Background: an optimization exercise with open tools, aiming at small area and a short achievable clock period. Do not read the settings as production practice.
Only simulation tests tie the RTL to the original design; equivalence was not proved.
Power figures rest on the tool's default switching activity, not on a simulated workload.

$ cat design.v
package regfile_pkg;
  localparam int unsigned XLEN_DEFAULT  = 32;
  localparam int unsigned NREGS_DEFAULT = 32;
  typedef logic [XLEN_DEFAULT-1:0]          reg_data_t;
  typedef logic [$clog2(NREGS_DEFAULT)-1:0] reg_addr_t;
  localparam int unsigned ZERO_REG = 0;
endpackage
import regfile_pkg::*;
module regfile_scoreboard
#(
  parameter int unsigned NREGS = NREGS_DEFAULT
) (
  input  logic             clk_i,
  input  logic             reset_i,
  input  logic [NREGS-1:0] issue_dec_i,
  input  logic [NREGS-1:0] wrt_dec_i,
  input  logic             wrt_hit_i,
  input  logic             flush_i,
  output logic [NREGS-1:0] pending_o,
  output logic             wb_unexp_o
);
  logic [NREGS-1:1] pending_q;
  logic             wb_unexp_q;
  always_ff @(posedge clk_i) begin
    for (int i = 1; i < int'(NREGS); i++)
      pending_q[i] <= ~reset_i & (issue_dec_i[i] |
                                  (pending_q[i] & ~flush_i & ~wrt_dec_i[i]));
    wb_unexp_q <= ~reset_i & wrt_hit_i & ~|(wrt_dec_i[NREGS-1:1] & pending_q);
  end
  assign pending_o  = {pending_q, 1'b0};
  assign wb_unexp_o = wb_unexp_q;
endmodule
import regfile_pkg::*;
module regfile_sb
#(
  parameter int unsigned XLEN  = XLEN_DEFAULT,
  parameter int unsigned NREGS = NREGS_DEFAULT,
  parameter int unsigned AW    = $clog2(NREGS)
) (
  input  logic            clk,
  input  logic            reset,
  input  logic [AW-1:0]   rg_rd_addr1,
  input  logic [AW-1:0]   rg_rd_addr2,
  output logic [XLEN-1:0] rg_rd_data1,
  output logic [XLEN-1:0] rg_rd_data2,
  output logic            rg_rd_rdy1,
  output logic            rg_rd_rdy2,
  input  logic            issue_en,
  input  logic [AW-1:0]   issue_addr,
  output logic            issue_ok,
  input  logic            rg_wrt_en,
  input  logic [AW-1:0]   rg_wrt_addr,
  input  logic [XLEN-1:0] rg_wrt_data,
  input  logic            flush,
  output logic            wb_unexp
);
  logic [NREGS-1:0] rd1_dec, rd2_dec, iss_dec, wrt_dec, iss_q, wrt_q, byp_dec;
  logic [NREGS-1:0] rd1_sel, rd2_sel, pending;
  logic             wrt_hit, byp_ok, rd1_byp, rd2_byp, iss_byp;
  logic [XLEN-1:0]  wrt_data_r;
  logic [NREGS-1:1][XLEN-1:0] mem_q;
  always_comb begin
    for (int i = 0; i < int'(NREGS); i++) begin
      rd1_dec[i] = (rg_rd_addr1 == AW'(i));
      rd2_dec[i] = (rg_rd_addr2 == AW'(i));
      iss_dec[i] = (issue_addr  == AW'(i));
      wrt_dec[i] = (rg_wrt_addr == AW'(i));
    end
  end
  assign wrt_hit = rg_wrt_en & (rg_wrt_addr != AW'(ZERO_REG));
  assign byp_ok  = wrt_hit & ~reset;
  assign wrt_q   = wrt_dec & {NREGS{rg_wrt_en}};
  assign iss_q   = iss_dec & {NREGS{issue_en}};
  assign byp_dec = wrt_dec & {NREGS{byp_ok}};
  assign wrt_data_r = rg_wrt_data & {XLEN{~reset}};
  always_ff @(posedge clk) begin
    for (int i = 1; i < int'(NREGS); i++)
      if (reset | wrt_q[i]) mem_q[i] <= wrt_data_r;
  end
  regfile_scoreboard #(
    .NREGS (NREGS)
  ) u_scoreboard (
    .clk_i       (clk),
    .reset_i     (reset),
    .issue_dec_i (iss_q),
    .wrt_dec_i   (wrt_q),
    .wrt_hit_i   (wrt_hit),
    .flush_i     (flush),
    .pending_o   (pending),
    .wb_unexp_o  (wb_unexp)
  );
  assign rd1_byp = |(rd1_dec & byp_dec);
  assign rd2_byp = |(rd2_dec & byp_dec);
  assign iss_byp = |(iss_dec & byp_dec);
  assign rd1_sel = rd1_dec & ~byp_dec;
  assign rd2_sel = rd2_dec & ~byp_dec;
  logic [XLEN-1:0][NREGS-1:0] col;
  always_comb begin
    for (int b = 0; b < int'(XLEN); b++) begin
      col[b][0] = rg_wrt_data[b];
      for (int i = 1; i < int'(NREGS); i++) col[b][i] = mem_q[i][b];
    end
  end
  for (genvar b = 0; b < int'(XLEN); b++) begin : g_bit
    regfile_rdmux u_rd1 (
      .sel_i  ({rd1_sel[NREGS-1:1], rd1_byp}),
      .data_i (col[b]),
      .y_o    (rg_rd_data1[b])
    );
    regfile_rdmux u_rd2 (
      .sel_i  ({rd2_sel[NREGS-1:1], rd2_byp}),
      .data_i (col[b]),
      .y_o    (rg_rd_data2[b])
    );
  end
  regfile_rdmux #(.INV(1'b1)) u_rdy1 (
    .sel_i  ({rd1_sel[NREGS-1:1], rd1_byp}),
    .data_i ({pending[NREGS-1:1], 1'b0}),
    .y_o    (rg_rd_rdy1)
  );
  regfile_rdmux #(.INV(1'b1)) u_rdy2 (
    .sel_i  ({rd2_sel[NREGS-1:1], rd2_byp}),
    .data_i ({pending[NREGS-1:1], 1'b0}),
    .y_o    (rg_rd_rdy2)
  );
  assign issue_ok   = iss_byp | ~|(iss_dec & pending);
endmodule
module regfile_rdmux #(
  parameter bit INV = 1'b0
) (
  input  logic [31:0] sel_i,
  input  logic [31:0] data_i,
  output logic        y_o
);
  logic [10:0] n;
  logic [2:0]  g;
  for (genvar k = 0; k < 10; k++) begin : g_aoi
    regfile_aoi222 u_aoi (
      .a_i (sel_i[3*k +: 3]),
      .b_i (data_i[3*k +: 3]),
      .y_o (n[k])
    );
  end
  regfile_aoi22 u_aoi22 (.a_i(sel_i[31:30]), .b_i(data_i[31:30]), .y_o(n[10]));
  regfile_nand4 u_nand0 (.a_i(n[3:0]), .y_o(g[0]));
  regfile_nand4 u_nand1 (.a_i(n[7:4]), .y_o(g[1]));
  regfile_nand3 u_nand2 (.a_i(n[10:8]), .y_o(g[2]));
  if (INV) begin : g_inv
    regfile_nor3 u_nor (.a_i(g), .y_o(y_o));
  end else begin : g_pos
    regfile_or3  u_or  (.a_i(g), .y_o(y_o));
  end
endmodule
module regfile_aoi222 (
  input  logic [2:0] a_i,
  input  logic [2:0] b_i,
  output logic       y_o
);
  assign y_o = ~|(a_i & b_i);
endmodule
module regfile_aoi22 (
  input  logic [1:0] a_i,
  input  logic [1:0] b_i,
  output logic       y_o
);
  assign y_o = ~|(a_i & b_i);
endmodule
module regfile_nand4 (
  input  logic [3:0] a_i,
  output logic       y_o
);
  assign y_o = ~&a_i;
endmodule
module regfile_nand3 (
  input  logic [2:0] a_i,
  output logic       y_o
);
  assign y_o = ~&a_i;
endmodule
module regfile_or3 (
  input  logic [2:0] a_i,
  output logic       y_o
);
  assign y_o = |a_i;
endmodule
module regfile_nor3 (
  input  logic [2:0] a_i,
  output logic       y_o
);
  assign y_o = ~|a_i;
endmodule
$ cat run.sh
#!/bin/bash
# synth_recipe.tcl (not shown) runs the flow's synth.tcl, then flattens the netlist and writes it again
# the make line also repeats each setting of config.mk as NAME=value (left out here)
make -C /OpenROAD-flow-scripts/flow DESIGN_CONFIG=/design/flow/config.mk WORK_HOME=/design/flow/orfs CLKGATE_MAP_FILE= SYNTH_SCRIPT=/design/flow/synth_recipe.tcl finish
$ cat config.mk
export PLATFORM = sky130hd
export DESIGN_NAME = regfile_sb
export DESIGN_NICKNAME = regfile_sb
export VERILOG_FILES = /design/flow/design.v
export SDC_FILE = /design/flow/constraint.sdc
export NUM_CORES = 4
export LEC_CHECK = 0
export CAP_MARGIN = 20
export CORE_MARGIN = 2
export CORE_UTILIZATION = 55
export SETUP_SLACK_MARGIN = 2.0
export SLEW_MARGIN = 20
export SYNTH_HIERARCHICAL = 1
export SYNTH_MINIMUM_KEEP_SIZE = 0
$ cat constraint.sdc
create_clock -name core_clock -period 6.5 [get_ports {clk}]
set_input_delay 1.3000 -clock core_clock [delete_from_list [all_inputs] [get_ports {clk}]]
set_output_delay 1.3000 -clock core_clock [all_outputs]
set_load 0.01 [all_outputs]
==> summary.md <==
| Metric | Value |
|---|---|
| Status | complete, no violations |
| Setup TNS | 0 ns |
| Total wire length | 193 mm |
| Pwr Density | 290 nW/um^2 |
| Fin nets | 3,287 |
| Hold Fails Final Rpt | 0 |
| Post-DP HPWL | 115 mm |
| Worst slew margin | 12.7% |
| Switching share of total power | 24.8% |
| Leak | 17.8 nW |
| H-tree depth | 3 |
| Fill cell count | 5,104 |
| CTS buffer count | 103 |
| Post-Syn Area per Cell | 16.0 um^2 |
| Initial antenna violation count | 10 |
| Unrepaired setup endpoints after global routing | true |
| Die Width | 284 um |
| Synth warn | 8 |
| Hold Crit Start | u_scoreboard.pending_q[29] |
| # port buffers | 124 |
| Critical R2R Launch | u_scoreboard.pending_q[5] |
| Gate power share | 10.3% |
| Crit Path Category | in -> out |
| Clock Latency Late Sink | 0.68 ns |
| F_max | 177 MHz |
| R2r endpoint | u_scoreboard.wb_unexp_q |
| GP Congestion | 1.00 |
| Starting Density | 55.7% |
| CTS tree | done |
| Vias in the first global route | 35,400 |
| Max clock buf depth | 3 |
| Clock network power share | 37.9% |
| Fin crit share | 87.1% |
| Post-route DRC | 0 |
| Routed vias/inst | 8.42 |
| Share of layout cells above drive strength 1 | 27.1% |
| Hold WC Path Type | reg -> reg |
| CP required | 5.20 ns |
| Post-layout util | 70.1% |
| Worst setup EP type | output pin |
| Syn Inst Count | 2,697 |
| R2R setup slack | 4.72 ns |
| Pre-antenna DRT Iters | 14 |
| Final clock skew | 0.0191 ns |
| Pins Over Slew Limit | 0 |
| Hold endpoint | u_scoreboard.pending_q[29] |
| Die Height | 284 um |
| Max-cap violation count | 0 |
| Pwr Total | 15.8 mW |
| Slack of the critical path | 0.837 ns |
| Tmin final | 5.66 ns |
| Setup violations, final | 0 |
| Hold depth | 3 |
| Final ANT Viol Nets | 0 |
| Clk root buf | clkbuf_16 |
| Core area | 77,700 um^2 |
| Worst-Margin Slew | 1.31 ns |
| Maximum fanout along the worst path | 19 |
| GRT Total Usage | 46.7% |
| Die ar. | 80,900 um^2 |
| Switching power | 3.91 mW |
| Via count | 36,700 |
| Seq pwr share | 51.7% |
| CP arrival | 4.36 ns |
| IO Count | 125 |
| CP Launch Type | input pin |
| Mapped Area | 43,300 um^2 |
| Worst-case reg-to-reg path depth | 4 |
| Synthesis-to-layout area growth | 25.9% |
| P_int | 11.9 mW |
| Maximum VDD drop | 244 uV |
| Place WS | -0.190 ns |
| DR WL/cell | 44.3 um |
| Worst-path clk slew | 0.06 ns |
| GR Overflow Total | 0 |
| Row Count | 102 |
| Initial drt markers | 10,700 |
| Clk sinks | 1,024 |
| Pin count of the biggest net entering global routing | 72 |
| Global-route wire length before repair | 265 mm |
## cell type report
cell class | count | area (um^2) | share of cell area [%]
antenna | 4 | 10.0 | 0.0184
clock buffer | 123 | 2720 | 4.99
clock inverter | 70 | 671 | 1.23
inverter | 2 | 7.51 | 0.0138
multi-input combinational | 1602 | 13800 | 25.4
sequential | 1024 | 30400 | 55.9
tap | 1040 | 1300 | 2.39
timing repair buffer | 497 | 5490 | 10.1
## timing repair
action,in CTS,in global routing
pin swaps,238,196
gates cloned,16,4
setup endpoints to repair,67,67
gates resized for setup,509,45
buffers inserted,65,11
hold buffers,0,0
## flip-flops by register name, indices dropped and copies added, names as in the netlist
name,count
mem_q,992
u_scoreboard.pending_q,31
u_scoreboard.wb_unexp_q,1
## per-layer routing
layer / part of all wire, % / wire [um] / GRT usage, % / vias up
li1: - / - / - / 13900
met1: 32 / 61700 / 60.3 / 17800
met2: 42 / 81100 / 66.4 / 4219
met3: 18 / 35600 / 17.4 / 845
met4: 7.5 / 14500 / 30.4 / 14
met5: 0.053 / 102 / 0 / -
## through the flow
stage          cell area, um^2  cells  hold WS, ns
5_1_grt                  54500   4359        0.688
3_3_place_gp             49300   4061        0.635
3_5_place_dp             49400   4069        0.657
6_report                 54500   4362        0.687
4_1_cts                  54200   4343        0.668
2_1_floorplan            44000   2698        0.521
## critical path, stage by stage
cell and delay (ns):
buf_12 0.12, buf_12 0.13, buf_4 0.13, nand4bb_4 0.09, buf_4 0.24, nor2_4 0.08, buf_4 0.16, nor4_4 0.75
buf_4 0.49, a222oi_1 0.27, nand4_1 0.18, or3_4 0.13, dlygate4sd2_1 0.27
## cells in the final DEF (no fill, tap or decap), drive strengths merged, types with 35 or more instances in the layout
cell type,count
clkinv,53
a222oi,661
nand3,82
nor3,93
buf,452
or3,71
nor2b,43
edfxtp,992
nor2,168
nand4,141
a22oi,73
or2,38
clkdlybuf4s50,35
clkbuf,125
## power groups by stage
stage / Combinational [mW] / Sequential, mW / Clock [mW]
after floorplan: 0.677 / 8.19 / 0
after global placement: 1.46 / 8.22 / 0
after detailed placement: 1.47 / 8.27 / 0
after CTS: 1.55 / 8.14 / 5.96
after global routing: 1.64 / 8.21 / 6.24
final: 1.63 / 8.16 / 5.98
## worst max-delay path by stage
stage                               from         endpoint  cells past startpoint
after global placement         rg_wrt_en   rg_rd_data1[0]                     11
after floorplan           rg_rd_addr1[3]   rg_rd_data1[0]                      9
final                     rg_wrt_addr[1]  rg_rd_data2[31]                     13
after global routing      rg_wrt_addr[2]  rg_rd_data2[14]                     15
after detailed placement       rg_wrt_en   rg_rd_data1[0]                     11
after CTS                 rg_wrt_addr[2]  rg_rd_data2[25]                     16

==> what the ideal ports hide <==
Ports are ideal in the flow. The routed layout listed here was re-timed in OpenROAD.
Step 1 assumes that a clkbuf_16 drives the clock port and a buf_2 every other input.
Step 2 moves the port delays by t, midway between the first and last clock arrival at a register: inputs arrive t later, outputs are due t later. That takes back most of the time a late clock gives input paths.
Three values: no drivers, after step 1, after step 2; two values: the first two.
shift t [ns]: 0.740
setup slack, ns: 0.837 / 0.784 / 0.784
latest minus earliest clock arrival (ns): 0.039 / 0.040
pins driven straight from the clock port: 1
After both steps setup and hold are still met in this run. For this run, drivers alone change the setup slack by -0.053 ns; drivers and shift together by -0.053 ns.
